Context: an optimization exercise on an open-source flow, tuned for small area. The choices shown serve that exercise and are no tape-out recipe.
No functional check of the RTL was part of any run shown here.
The flow treats the clock pin as an ideal source, which a real chip does not have.
Power and IR drop assume default switching activity.

===== design/flow/config.mk =====
export PLATFORM = sky130hd
export DESIGN_NAME = rvfiToRvvi
export DESIGN_NICKNAME = rvfiToRvvi
export VERILOG_FILES = /design/flow/design.v
export SDC_FILE = /design/flow/constraint.sdc
export NUM_CORES = 4
export LEC_CHECK = 0
export CAP_MARGIN = 20
export CORE_AREA = 10 10 570 570
export DIE_AREA = 0 0 580 580
export SLEW_MARGIN = 20

===== design/flow/constraint.sdc =====
create_clock -name core_clock -period 10.0 [get_ports {rvvi}]
set_input_delay 2.0000 -clock core_clock [delete_from_list [all_inputs] [get_ports {rvvi}]]
set_output_delay 2.0000 -clock core_clock [all_outputs]
set_load 0.01 [all_outputs]

===== design/flow/design.v =====
package rvviTracePkg;
  localparam int xlen = 32;
  localparam int insnWidth = 32;
  localparam int orderWidth = 64;
  localparam int numGprs = 32;
  localparam int regAddrWidth = 5;
  typedef enum logic [1:0] {
    userMode       = 2'd0,
    supervisorMode = 2'd1,
    machineMode    = 2'd3
  } privMode_t;
endpackage
package rvviCsrPkg;
  typedef enum logic [2:0] {
    slotMstatus  = 3'd0,
    slotMisa     = 3'd1,
    slotMie      = 3'd2,
    slotMtvec    = 3'd3,
    slotMscratch = 3'd4,
    slotMepc     = 3'd5,
    slotMcause   = 3'd6,
    slotMip      = 3'd7
  } csrSlot_t;
  localparam int numCsrs = 8;
  localparam logic [numCsrs*12-1:0] csrAddrTable = {
    12'h344,   
    12'h342,   
    12'h341,   
    12'h340,   
    12'h305,   
    12'h304,   
    12'h301,   
    12'h300    
  };
  localparam logic [numCsrs*32-1:0] csrResetTable = {
    32'h0000_0000,   
    32'h0000_0000,   
    32'h0000_0000,   
    32'h0000_0000,   
    32'h0000_0000,   
    32'h0000_0000,   
    32'h4000_1104,   
    32'h0000_0000    
  };
endpackage
`timescale 1ns/1ns
module retireStage (
  input  logic                                  rvvi,
  input  logic                                  rstN,
  input  logic                                  retireValid,
  input  logic [rvviTracePkg::orderWidth-1:0]   order,
  input  logic [rvviTracePkg::insnWidth-1:0]    insn,
  input  logic                                  trap,
  input  logic                                  intr,
  input  rvviTracePkg::privMode_t               mode,
  input  logic [rvviTracePkg::xlen-1:0]         pcRdata,
  output logic                                  rvviValid,
  output logic [rvviTracePkg::orderWidth-1:0]   rvviOrder,
  output logic [rvviTracePkg::insnWidth-1:0]    rvviInsn,
  output logic                                  rvviTrap,
  output logic                                  rvviIntr,
  output rvviTracePkg::privMode_t               rvviMode,
  output logic [rvviTracePkg::xlen-1:0]         rvviPc
);
  always_ff @(posedge rvvi) begin
    rvviValid <= retireValid & rstN;
  end
  always_ff @(posedge rvvi) begin
    rvviOrder <= order;
    rvviInsn  <= insn;
    rvviTrap  <= trap;
    rvviIntr  <= intr;
    rvviMode  <= mode;
    rvviPc    <= pcRdata;
  end
endmodule
`timescale 1ns/1ns
module csrMerge (
  input  logic                                                           rvvi,
  input  logic                                                           rstN,
  input  logic                                                           retireValid,
  input  logic [rvviCsrPkg::numCsrs-1:0][rvviTracePkg::xlen-1:0]          csrRdata,
  input  logic [rvviCsrPkg::numCsrs-1:0][rvviTracePkg::xlen-1:0]          csrRmask,
  input  logic [rvviCsrPkg::numCsrs-1:0][rvviTracePkg::xlen-1:0]          csrWdata,
  input  logic [rvviCsrPkg::numCsrs-1:0][rvviTracePkg::xlen-1:0]          csrWmask,
  output logic [rvviCsrPkg::numCsrs-1:0][rvviTracePkg::xlen-1:0]          csrValue,
  output logic [rvviCsrPkg::numCsrs-1:0]                                 csrWb
);
  logic [rvviCsrPkg::numCsrs-1:0][rvviTracePkg::xlen-1:0] mergedValue;
  logic [rvviCsrPkg::numCsrs-1:0][rvviTracePkg::xlen-1:0] nextValue;
  logic [rvviCsrPkg::numCsrs-1:0] valueChanged;
  logic loadSel;
  logic holdSel;
  assign loadSel = retireValid & rstN;
  assign holdSel = ~retireValid & rstN;
  always_comb begin
    for (int slot = 0; slot < rvviCsrPkg::numCsrs; slot++) begin
      mergedValue[slot] = (csrWdata[slot] & csrWmask[slot])
                        | (csrRdata[slot] & ~csrWmask[slot]);
      valueChanged[slot] = (mergedValue[slot] != csrValue[slot]);
      nextValue[slot] = ({rvviTracePkg::xlen{loadSel}} & mergedValue[slot])
                      | ({rvviTracePkg::xlen{holdSel}} & csrValue[slot])
                      | ({rvviTracePkg::xlen{~rstN}}
                         & rvviCsrPkg::csrResetTable[32*slot +: 32]);
    end
  end
  always_ff @(posedge rvvi) begin
    csrValue <= nextValue;
  end
  always_ff @(posedge rvvi) begin
    csrWb <= {rvviCsrPkg::numCsrs{loadSel}} & valueChanged;
  end
endmodule
`timescale 1ns/1ns
module gprWriteback (
  input  logic                                  rvvi,
  input  logic                                  rstN,
  input  logic                                  retireValid,
  input  logic                                  trap,
  input  logic [rvviTracePkg::regAddrWidth-1:0] rdAddr,
  input  logic [rvviTracePkg::xlen-1:0]         rdWdata,
  output logic [rvviTracePkg::numGprs-1:0]      gprWb,
  output logic [rvviTracePkg::xlen-1:0]         gprWdata
);
  logic [rvviTracePkg::regAddrWidth-1:0] wbAddr;
  logic writeEnable;
  assign writeEnable = retireValid & ~trap & rstN;
  always_ff @(posedge rvvi) begin
    wbAddr <= writeEnable ? rdAddr : '0;
  end
  always_comb begin
    gprWb = '0;
    for (int reg_i = 1; reg_i < rvviTracePkg::numGprs; reg_i++) begin
      gprWb[reg_i] = (wbAddr == rvviTracePkg::regAddrWidth'(reg_i));
    end
  end
  always_ff @(posedge rvvi) begin
    gprWdata <= rdWdata;
  end
endmodule
`timescale 1ns/1ns
module rvfiToRvvi (
  input  logic                                                  rvvi,
  input  logic                                                  rstN,
  input  logic                                                  retireValid,
  input  logic [rvviTracePkg::orderWidth-1:0]                   order,
  input  logic [rvviTracePkg::insnWidth-1:0]                    insn,
  input  logic                                                  trap,
  input  logic                                                  intr,
  input  rvviTracePkg::privMode_t                               mode,
  input  logic [rvviTracePkg::xlen-1:0]                         pcRdata,
  input  logic [rvviTracePkg::regAddrWidth-1:0]                 rdAddr,
  input  logic [rvviTracePkg::xlen-1:0]                         rdWdata,
  input  logic [rvviCsrPkg::numCsrs-1:0][rvviTracePkg::xlen-1:0] csrRdata,
  input  logic [rvviCsrPkg::numCsrs-1:0][rvviTracePkg::xlen-1:0] csrRmask,
  input  logic [rvviCsrPkg::numCsrs-1:0][rvviTracePkg::xlen-1:0] csrWdata,
  input  logic [rvviCsrPkg::numCsrs-1:0][rvviTracePkg::xlen-1:0] csrWmask,
  output logic                                                  rvviValid,
  output logic [rvviTracePkg::orderWidth-1:0]                   rvviOrder,
  output logic [rvviTracePkg::insnWidth-1:0]                    rvviInsn,
  output logic                                                  rvviTrap,
  output logic                                                  rvviIntr,
  output rvviTracePkg::privMode_t                               rvviMode,
  output logic [rvviTracePkg::xlen-1:0]                         rvviPc,
  output logic [rvviCsrPkg::numCsrs-1:0][rvviTracePkg::xlen-1:0] csrValue,
  output logic [rvviCsrPkg::numCsrs-1:0]                        csrWb,
  output logic [rvviTracePkg::numGprs-1:0]                      gprWb,
  output logic [rvviTracePkg::xlen-1:0]                         gprWdata
);
  retireStage i_retireStage (
    .rvvi        (rvvi),
    .rstN        (rstN),
    .retireValid (retireValid),
    .order       (order),
    .insn        (insn),
    .trap        (trap),
    .intr        (intr),
    .mode        (mode),
    .pcRdata     (pcRdata),
    .rvviValid   (rvviValid),
    .rvviOrder   (rvviOrder),
    .rvviInsn    (rvviInsn),
    .rvviTrap    (rvviTrap),
    .rvviIntr    (rvviIntr),
    .rvviMode    (rvviMode),
    .rvviPc      (rvviPc)
  );
  csrMerge i_csrMerge (
    .rvvi        (rvvi),
    .rstN        (rstN),
    .retireValid (retireValid),
    .csrRdata    (csrRdata),
    .csrRmask    (csrRmask),
    .csrWdata    (csrWdata),
    .csrWmask    (csrWmask),
    .csrValue    (csrValue),
    .csrWb       (csrWb)
  );
  gprWriteback i_gprWriteback (
    .rvvi        (rvvi),
    .rstN        (rstN),
    .retireValid (retireValid),
    .trap        (trap),
    .rdAddr      (rdAddr),
    .rdWdata     (rdWdata),
    .gprWb       (gprWb),
    .gprWdata    (gprWdata)
  );
endmodule

===== design/flow/flow/run.sh =====
#!/bin/bash
# Standard layout with: port buffers of the smallest buffer cell, pins one
# track apart, a clock tree of small buffers without dummy loads, and cells
# downsized where timing allows after placement and after clock tree synthesis.
set -euo pipefail
F=$PWD/flow
bash standard.sh "BUFFER_PORTS_ARGS=-buffer_cell sky130_fd_sc_hd__buf_1" \
  "CTS_ARGS=-sink_clustering_enable -repair_clock_nets -dont_use_dummy_load -buf_list sky130_fd_sc_hd__clkbuf_4 -sink_clustering_size 20" \
  "POST_RESIZE_TCL=$F/recover.tcl" "POST_CTS_TCL=$F/recover_cts.tcl" \
  finish > standard.log 2>&1

===== design/flow/flow/recover.tcl =====
# Downsize cells on paths with slack to spare
estimate_parasitics -placement
repair_timing -recover_power 100 -verbose

===== design/flow/flow/recover_cts.tcl =====
# Downsize cells on paths with slack to spare, then legalize again
estimate_parasitics -placement
repair_timing -recover_power 100 -verbose
detailed_placement
check_placement -verbose

===== design/flow/standard.sh =====
#!/bin/bash
# synth_recipe.tcl (not shown) runs the flow's synth.tcl, then flattens the netlist and writes it again
# the make line also repeats each setting of config.mk as NAME=value (left out here)
make -C /OpenROAD-flow-scripts/flow DESIGN_CONFIG=/design/flow/config.mk WORK_HOME=/design/flow/orfs CLKGATE_MAP_FILE= SYNTH_SCRIPT=/design/flow/synth_recipe.tcl "${@:-finish}"

==> results of run 1 <==
-- cell families after synthesis --
group                     count (synthesis)  synth area share (%)
AOI/OAI and AO/OA                       264                 14.19
xor gates and xnor gates                256                 12.32
buffers and inverters                    93                 2.186
DFF                                     434                 47.73
muxes                                   256                 14.08
other                                     1               0.02060
and+or+nand+nor                         393                 9.473
-- synth_stat cells (5+ instances only) --
library cell	n
dfxtp_1	434
and2_1	5
nor3_1	10
mux2i_1	256
nor4_1	16
nor2_1	24
nand4_1	64
o211a_1	252
a21oi_1	8
buf_2	36
clkbuf_1	51
xor2_1	256
nand2_1	265
-- power breakdown --
part	internal, mW	total [mW]	switching (mW)
Clock	0.690	1.64	0.954
Combinational	0.312	0.903	0.592
Sequential	1.85	1.93	0.0850
Total	2.85	4.48	1.63
-- final cells by class --
| type | instances | area (um2) | area share, % |
|---|---|---|---|
| Multi-Input combinational cell | 1170 | 9128 | 30.38 |
| Sequential cell | 434 | 8688 | 28.92 |
| Timing Repair Buffer | 1423 | 5564 | 18.52 |
| Tap cell | 4140 | 5180 | 17.24 |
| Clock buffer | 154 | 1156 | 3.849 |
| Antenna cell | 128 | 320.3 | 1.066 |
| Inverter | 1 | 3.754 | 0.01250 |
-- critical path, stage by stage (launching register included) --
cell      delay, ps
dfxtp_1         330
nand2b_1        340
nor3_1          270
clkbuf_1        360
-- registers in the layout, indices dropped and copies added (netlist names) --
signal / count
i_csrMerge.csrValue: 256
i_retireStage.rvviOrder: 64
i_gprWriteback.gprWdata: 32
i_retireStage.rvviInsn: 32
i_retireStage.rvviPc: 32
i_csrMerge.csrWb: 8
i_gprWriteback.wbAddr: 5
i_retireStage.rvviMode: 2
i_retireStage.rvviIntr: 1
i_retireStage.rvviTrap: 1
i_retireStage.rvviValid: 1
-- metal layers --
metal  wire length (um)  vias up
met5               2238        -
met4              11820      342
met3              62580      977
met2             129100     1938
met1              82330     9350
li1                   -     9179
-- stage by stage --
step | cells | total power [mW]
after floorplan | 1697 | 2.332
final | 7450 | 4.479
after global routing | 7357 | 4.750
after global placement | 7160 | 2.886
after detailed placement | 7160 | 2.897
-- final timing paths --
path	start	to	slack, ps	cells past startpoint
worst min-delay path	i_csrMerge.csrValue[200]	i_csrMerge.csrValue[200]	540	1
worst max-delay path	i_gprWriteback.wbAddr[3]	gprWb[22]	5560	3
worst max register to register	i_csrMerge.csrValue[22]	i_csrMerge.csrWb[0]	7850	4
worst min register to register	i_csrMerge.csrValue[200]	i_csrMerge.csrValue[200]	540	1
==> run_results.csv, run 1 <==
group,metric,value,unit
outcome,outcome,"no timing/DRC/antenna violations",
routing,num_vias,21786,
synthesis,synth_fp_nets,2893,
sta,setup_tns,0,ps
setup_path,crit_path_end_kind,"output pin",
sta,rsz0062_at_grt,"false",
setup_path,critical_path_required,8000,ps
place,place_hpwl,266900,um
floorplanning,rows,205,
synthesis,syn_area_per_cell,10.73,um2
routing,routedWlPerCell,38.67,um
routing,wl,288100,um
place,port_buffers,1399,
clocking,clkTransAtPathRegs,50,ps
final_layout,final_cell_area,0.03004,mm2
final_layout,area_growth,65.04,%
routing,drt_first_pass_iters,6,
floorplanning,fp.dieH,580,um
global_route,grt_start_max_net_pins,165,
global_route,overflow,0,
power,p_leak,12.53,nW
clocking,cts_tree,"built",
sta,final-max-slew-violation-count,0,
clocking,cts_sinks,434,
synthesis,synth.distinct_cells,22,
setup_path,crit_path_start_kind,"flop",
synthesis,ys_top_cells_by_area,"dfxtp_1 (48%), mux2i_1 (14%), o211a_1 (14%)",
sta,holdWs,538.7,ps
synthesis,ys_seq_elements,434,
global_route,grt_util_met1,13.28,%
flow_run,cap_violations,0,
synthesis,synthFlopType,"dfxtp_1",
sta,layout_min_cycle_time,4441,ps
global_route,first_global_vias,20580,
sta,hold_viol,0,
global_route,antenna_found_initial,520,
sta,skew,175.9,ps
setup_path,crit_type,"flop to output pin",
place,gp_congestion,0.9388,
final_layout,fin_util,9.623,%
synthesis,ys_warn_count,3,
floorplanning,ios,1657,
power,ir_drop,0.00006253,V
floorplanning,die_w,580,um
final_layout,n_fill_cell,36623,
floorplanning,start_util,5.831,%
global_route,top_usage_layer,"met2",
routing,drc,0,
final_layout,final_cell_mix,"buf_1 (1159), dfxtp_1 (434), nand2_1 (265)",
clocking,clk_latency,1170,ps
floorplanning,core_area,0.3122,mm2
sta,fin_ws,5559,ps
synthesis,synthesis.instances,1697,
synthesis,yosys.area.top_type,"dfxtp_1",
setup_path,cp_max_fo,8,
synthesis,syn_area,0.01820,mm2
routing,first_iter_violations,1276,
global_route,grt_pass1_wl,331800,um
setup_path,worstPathArrival,2440,ps
sta,setup_viol,0,
routing,drtAntennaViolNets,0,
routing,vias_per_cell,2.924,
final_layout,drive_gt1_share,5.688,%
min_path,hold_class,"flop to flop",
sta,tightest_slew,1078,ps
place,pre_cts_ws,2901,ps
sta,relSlewSlack,28.44,%
synthesis,synthArstFlopShare,0,%
sta,max_freq,225.2,MHz
final_layout,final_common_cell,"buf_1",
global_route,track_usage,16.30,%
synthesis,synth_top_area_share,47.73,%
global_route,grt_use_met2,26.70,%
synthesis,seq_area_frac_synth,47.73,%
power,power_density,149.1,mW/mm2
final_layout,layout.nets,4380,
synthesis,synth-edff-count,0,
sta,fin_crit_sh,44.41,%
global_route,grtUsageMet3,16.81,%
place,placed_area,0.02837,mm2
floorplanning,die_area,0.3364,mm2
==> inputs of run 2 (changes only) <==
--- a/design/flow/design.v
+++ b/design/flow/design.v
@@ -64,13 +64,26 @@
 );
   always_ff @(posedge rvvi) begin
-    rvviValid <= retireValid & rstN;
-  end
-  always_ff @(posedge rvvi) begin
-    rvviOrder <= order;
-    rvviInsn  <= insn;
-    rvviTrap  <= trap;
-    rvviIntr  <= intr;
-    rvviMode  <= mode;
-    rvviPc    <= pcRdata;
+    if (!rstN) begin
+      rvviValid <= 1'b0;
+    end else begin
+      rvviValid <= retireValid;
+    end
+  end
+  always_ff @(posedge rvvi) begin
+    if (!rstN) begin
+      rvviOrder <= '0;
+      rvviInsn  <= '0;
+      rvviTrap  <= 1'b0;
+      rvviIntr  <= 1'b0;
+      rvviMode  <= rvviTracePkg::machineMode;
+      rvviPc    <= '0;
+    end else if (retireValid) begin
+      rvviOrder <= order;
+      rvviInsn  <= insn;
+      rvviTrap  <= trap;
+      rvviIntr  <= intr;
+      rvviMode  <= mode;
+      rvviPc    <= pcRdata;
+    end
   end
 endmodule
@@ -88,26 +101,31 @@
 );
   logic [rvviCsrPkg::numCsrs-1:0][rvviTracePkg::xlen-1:0] mergedValue;
-  logic [rvviCsrPkg::numCsrs-1:0][rvviTracePkg::xlen-1:0] nextValue;
   logic [rvviCsrPkg::numCsrs-1:0] valueChanged;
-  logic loadSel;
-  logic holdSel;
-  assign loadSel = retireValid & rstN;
-  assign holdSel = ~retireValid & rstN;
   always_comb begin
     for (int slot = 0; slot < rvviCsrPkg::numCsrs; slot++) begin
       mergedValue[slot] = (csrWdata[slot] & csrWmask[slot])
                         | (csrRdata[slot] & ~csrWmask[slot]);
+    end
+  end
+  always_comb begin
+    for (int slot = 0; slot < rvviCsrPkg::numCsrs; slot++) begin
       valueChanged[slot] = (mergedValue[slot] != csrValue[slot]);
-      nextValue[slot] = ({rvviTracePkg::xlen{loadSel}} & mergedValue[slot])
-                      | ({rvviTracePkg::xlen{holdSel}} & csrValue[slot])
-                      | ({rvviTracePkg::xlen{~rstN}}
-                         & rvviCsrPkg::csrResetTable[32*slot +: 32]);
-    end
-  end
-  always_ff @(posedge rvvi) begin
-    csrValue <= nextValue;
-  end
-  always_ff @(posedge rvvi) begin
-    csrWb <= {rvviCsrPkg::numCsrs{loadSel}} & valueChanged;
+    end
+  end
+  always_ff @(posedge rvvi) begin
+    if (!rstN) begin
+      csrValue <= rvviCsrPkg::csrResetTable;
+    end else if (retireValid) begin
+      csrValue <= mergedValue;
+    end
+  end
+  always_ff @(posedge rvvi) begin
+    if (!rstN) begin
+      csrWb <= '0;
+    end else if (retireValid) begin
+      csrWb <= valueChanged;
+    end else begin
+      csrWb <= '0;
+    end
   end
 endmodule
@@ -123,18 +141,26 @@
   output logic [rvviTracePkg::xlen-1:0]         gprWdata
 );
-  logic [rvviTracePkg::regAddrWidth-1:0] wbAddr;
+  logic [rvviTracePkg::numGprs-1:0] rdOneHot;
   logic writeEnable;
-  assign writeEnable = retireValid & ~trap & rstN;
-  always_ff @(posedge rvvi) begin
-    wbAddr <= writeEnable ? rdAddr : '0;
-  end
+  assign writeEnable = retireValid && !trap && (rdAddr != '0);
   always_comb begin
-    gprWb = '0;
+    rdOneHot = '0;
     for (int reg_i = 1; reg_i < rvviTracePkg::numGprs; reg_i++) begin
-      gprWb[reg_i] = (wbAddr == rvviTracePkg::regAddrWidth'(reg_i));
-    end
-  end
-  always_ff @(posedge rvvi) begin
-    gprWdata <= rdWdata;
+      rdOneHot[reg_i] = (rdAddr == rvviTracePkg::regAddrWidth'(reg_i));
+    end
+  end
+  always_ff @(posedge rvvi) begin
+    if (!rstN) begin
+      gprWb <= '0;
+    end else if (writeEnable) begin
+      gprWb <= rdOneHot;
+    end else begin
+      gprWb <= '0;
+    end
+  end
+  always_ff @(posedge rvvi) begin
+    if (retireValid) begin
+      gprWdata <= rdWdata;
+    end
   end
 endmodule
==> design/flow/run.sh (new file) <==
#!/bin/bash
# synth_recipe.tcl (not shown) runs the flow's synth.tcl, then flattens the netlist and writes it again
# the make line also repeats each setting of config.mk as NAME=value (left out here)
make -C /OpenROAD-flow-scripts/flow DESIGN_CONFIG=/design/flow/config.mk WORK_HOME=/design/flow/orfs CLKGATE_MAP_FILE= SYNTH_SCRIPT=/design/flow/synth_recipe.tcl finish
--- a/design/flow/config.mk
+++ b/design/flow/config.mk
@@ -7,5 +7,5 @@
 export LEC_CHECK = 0
 export CAP_MARGIN = 20
-export CORE_AREA = 10 10 570 570
-export DIE_AREA = 0 0 580 580
+export CORE_AREA = 10 10 640 640
+export DIE_AREA = 0 0 650 650
 export SLEW_MARGIN = 20
removed: design/flow/flow/run.sh
removed: design/flow/flow/recover.tcl
removed: design/flow/flow/recover_cts.tcl
removed: design/flow/standard.sh
==> run 2 against run 1 <==
Effect of this change:
- count of clock-buffer cells in the layout is 47 lower
- first-iteration DRC count is 13% higher
- clock skew is 120 ps lower
- wire length is 8.5% higher
- synthesized cell count is 19% higher
- highest routed layer unchanged
- hold slack worse by 63 ps
- still clean on timing, DRC and antenna
- global-route usage is 2.2 points lower
- utilization is 1.5 points higher
- sequential power is 7% higher
- sequential share of layout area is 7.3 points lower
- clock power is 72% higher
==> run_results.csv, run 2 <==
group,metric,value,unit
global_route,grt_use_met2,26.07,%
synthesis,synth-edff-count,32,
global_route,top_usage_layer,"met2",
place,place_hpwl,285900,um
sta,setup_viol,0,
global_route,grtUsageMet3,10.25,%
clocking,cts_hold_buffers,0,
clocking,cts_tree,"built",
synthesis,seq_area_frac_synth,44.62,%
sta,holdWs,476.2,ps
final_layout,largest_register_ffs,256,
synthesis,synth_fa_ha_area_share,0,%
routing,drc,0,
clocking,cts_setup_buffers,0,
setup_path,critical_path_required,8000,ps
global_route,grt_start_max_net_pins,204,
final_layout,final_cell_mix,"clkdlybuf4s50_1 (1397), dfxtp_1 (428), mux2i_1 (387)",
global_route,first_global_vias,21583,
setup_path,critical-path-top-delay-family,"buffers and inverters",
synthesis,syn_area_per_cell,10.62,um2
final_layout,reg_top3,"i_csrMerge.csrValue (256), i_retireStage.rvviOrder (64)",
clocking,clk_path_buf_depth,4,
sta,max_freq,233.4,MHz
sta,skew,52.26,ps
global_route,grt_pass1_wl,360100,um
synthesis,ys_warn_count,3,
synthesis,synth_most_common_cell,"dfxtp_1",
synthesis,synth_xor_area_share,10.50,%
outcome,outcome,"no timing/DRC/antenna violations",
synthesis,synthArstFlopShare,0,%
final_layout,final_common_cell,"clkdlybuf4s50_1",
setup_path,cp_slowest_cell,"clkdlybuf4s50_1",
setup_path,worstPathArrival,2280,ps
setup_path,crit_type,"flop to output pin",
clocking,clk_latency,820,ps
min_path,min_from,"i_retireStage.rvviMode[0]",
floorplanning,start_util,5.397,%
synthesis,synth_fp_nets,3207,
sta,layout_min_cycle_time,4284,ps
synthesis,yosys.area_share.simple,11.79,%
setup_path,crit_path_end_kind,"output pin",
sta,tightest_slew,1135,ps
global_route,grt_util_met1,12.54,%
sta,rsz0062_at_grt,"false",
power,power,6.309,mW
synthesis,synth_top_family_by_area,"multiplexers",
routing,vias_per_cell,2.677,
synthesis,muxShareOfSynthArea,18.19,%
min_path,hold_class,"flop to flop",
sta,relSlewSlack,24.34,%
clocking,clk_root_buffer_cell,"clkbuf_16",
synthesis,ys_top_cells_by_area,"dfxtp_1 (40%), mux2i_1 (18%), o211a_1 (12%)",
flow_run,cap_violations,0,
sta,final-max-slew-violation-count,0,
final_layout,fin_cells,8726,
floorplanning,core_area,0.3957,mm2
setup_path,path_buf_inv,1,
routing,routedWlPerCell,35.81,um
synthesis,synthFlopType,"dfxtp_1",
clocking,cts_htree_levels,3,
final_layout,layout.nets,4579,
synthesis,syn_area,0.02135,mm2
clocking,cts_buffers,77,
synthesis,synth_commonest_cells,"dfxtp_1 (428), mux2i_1 (388), nand2_1 (270)",
global_route,antenna_found_initial,450,
floorplanning,die_area,0.4225,mm2
global_route,overflow,0,
sta,fin_crit_sh,42.84,%
setup_path,slowest_delay,1080,ps
place,gp_congestion,0.8669,
clocking,cts_sinks,460,
floorplanning,die_w,650,um
setup_path,crit_path_start_kind,"flop",
global_route,track_usage,14.08,%
floorplanning,rows,231,
routing,first_iter_violations,1444,
place,dp.cells,8546,
clocking,clkTransAtPathRegs,60,ps
power,ir_drop,0.0001191,V
clocking,ctsResizeCount,0,
floorplanning,ios,1657,
synthesis,synth_top_area_share,40.12,%
synthesis,synth_compound_area_share,12.09,%
routing,num_vias,23360,
setup_path,timing.rr.start,"i_csrMerge.csrValue[252]",
power,p_leak,17.69,nW
setup_path,startpoint,"i_csrMerge.csrValue[147]",
sta,hold_viol,0,
synthesis,synthesis.instances,2011,
place,port_buffers,1399,
synthesis,synth.distinct_cells,24,
final_layout,drive_gt1_share,4.245,%
sta,setup_tns,0,ps
floorplanning,fp.dieH,650,um
synthesis,ys_seq_elements,460,
final_layout,area_growth,106.7,%
synthesis,yosys.area.top_type,"dfxtp_1",
setup_path,path_cells,"clkdlybuf4s50_1",
power,power_density,143.0,mW/mm2
routing,wl,312500,um
routing,drtAntennaViolNets,0,
setup_path,cp_max_fo,3,
routing,drt_first_pass_iters,5,
final_layout,regMostFlops,"i_csrMerge.csrValue",
[run 2: cell types whose count changed after synthesis, moves of 11 or more]
cell	change
clkbuf_1	-17
nor2b_1	+132
buf_4	+11
edfxtp_1	+32
mux2i_1	+132
buf_2	+35
[run 2: where the power goes]
group	switching, mW	leakage [nW]	internal, mW
sequential	0.0935	3.86	1.98
combinational	0.681	12.6	0.733
clock	1.19	1.25	1.63
[run 2: kinds of logic after synthesis]
group	after synthesis
other cells	1
mux	388
compound gates	264
flops	460
xor+xnor	256
buf+inv	121
simple gates	521
[run 2: cell type report]
cell class,count,area (um2)
diodes,45,112.6
repair buffers,1413,14160
flip-flops and latches,460,9529
multi-input cells,1430,11250
inverters,1,3.754
well taps,5242,6559
clock inverters,28,296.5
clock buffers,107,2220
fillers,45309,351500
[run 2: stage by stage]
stage	util [%]	setup WS, ps	area, um2
2_1_floorplan	-	7061	21350
3_3_place_gp	10.49	4978	41500
3_5_place_dp	10.49	4995	41500
4_1_cts	11.12	5490	44020
5_1_grt	11.13	5623	44040
6_report	11.15	5716	44130
[run 2: path summary, 6_finish.rpt]
kind | to | slack [ps] | cells after the start
worst max-delay path | csrValue[147] | 5720 | 1
worst min-delay path | i_retireStage.rvviMode[0] | 480 | 2
worst max register to register | i_csrMerge.csrWb[7] | 7700 | 4
worst min register to register | i_retireStage.rvviMode[0] | 480 | 2
[run 2: layer usage]
layer  routed length, um  up-vias
li1                    -     9951
met1               95320    10469
met2              157700     1856
met3               50180      904
met4                8083      180
met5                1196        -

==> static timing again, ports no longer ideal <==
How much do the figures lean on ideal ports? The routed layouts below were timed once more, with nothing changed but the port constraints.
Step 1, drivers: a clkbuf_16 drives rvvi and a buf_2 each remaining input, both assumed.
Step 2 adds t to the input delays and takes it off the output delays; t is the mean of the earliest and latest rising clock arrival at the registers after step 1. Input paths then give back, and output paths get back, about the clock's delay inside the block.
a / b / c = no drivers / after step 1 / after step 2; a / b = the first two.
| run | t (ns) | setup WS [ns] | hold WS [ns] | worst slew at a driven data input, ns | pins driven straight from the clock port |
|---|---|---|---|---|---|
| run 1 | 1.179 | 5.559 / 5.472 / 5.648 | 0.539 / 0.539 / 0.539 | 0.48 | 1 |
| run 2 | 0.870 | 5.716 / 5.631 / 5.071 | 0.476 / 0.476 / 0.476 | 0.51 | 1 |
After both steps every run listed still meets setup and hold. For run 2, which loses most, drivers alone change the setup slack by -0.085 ns; drivers and shift together by -0.645 ns.
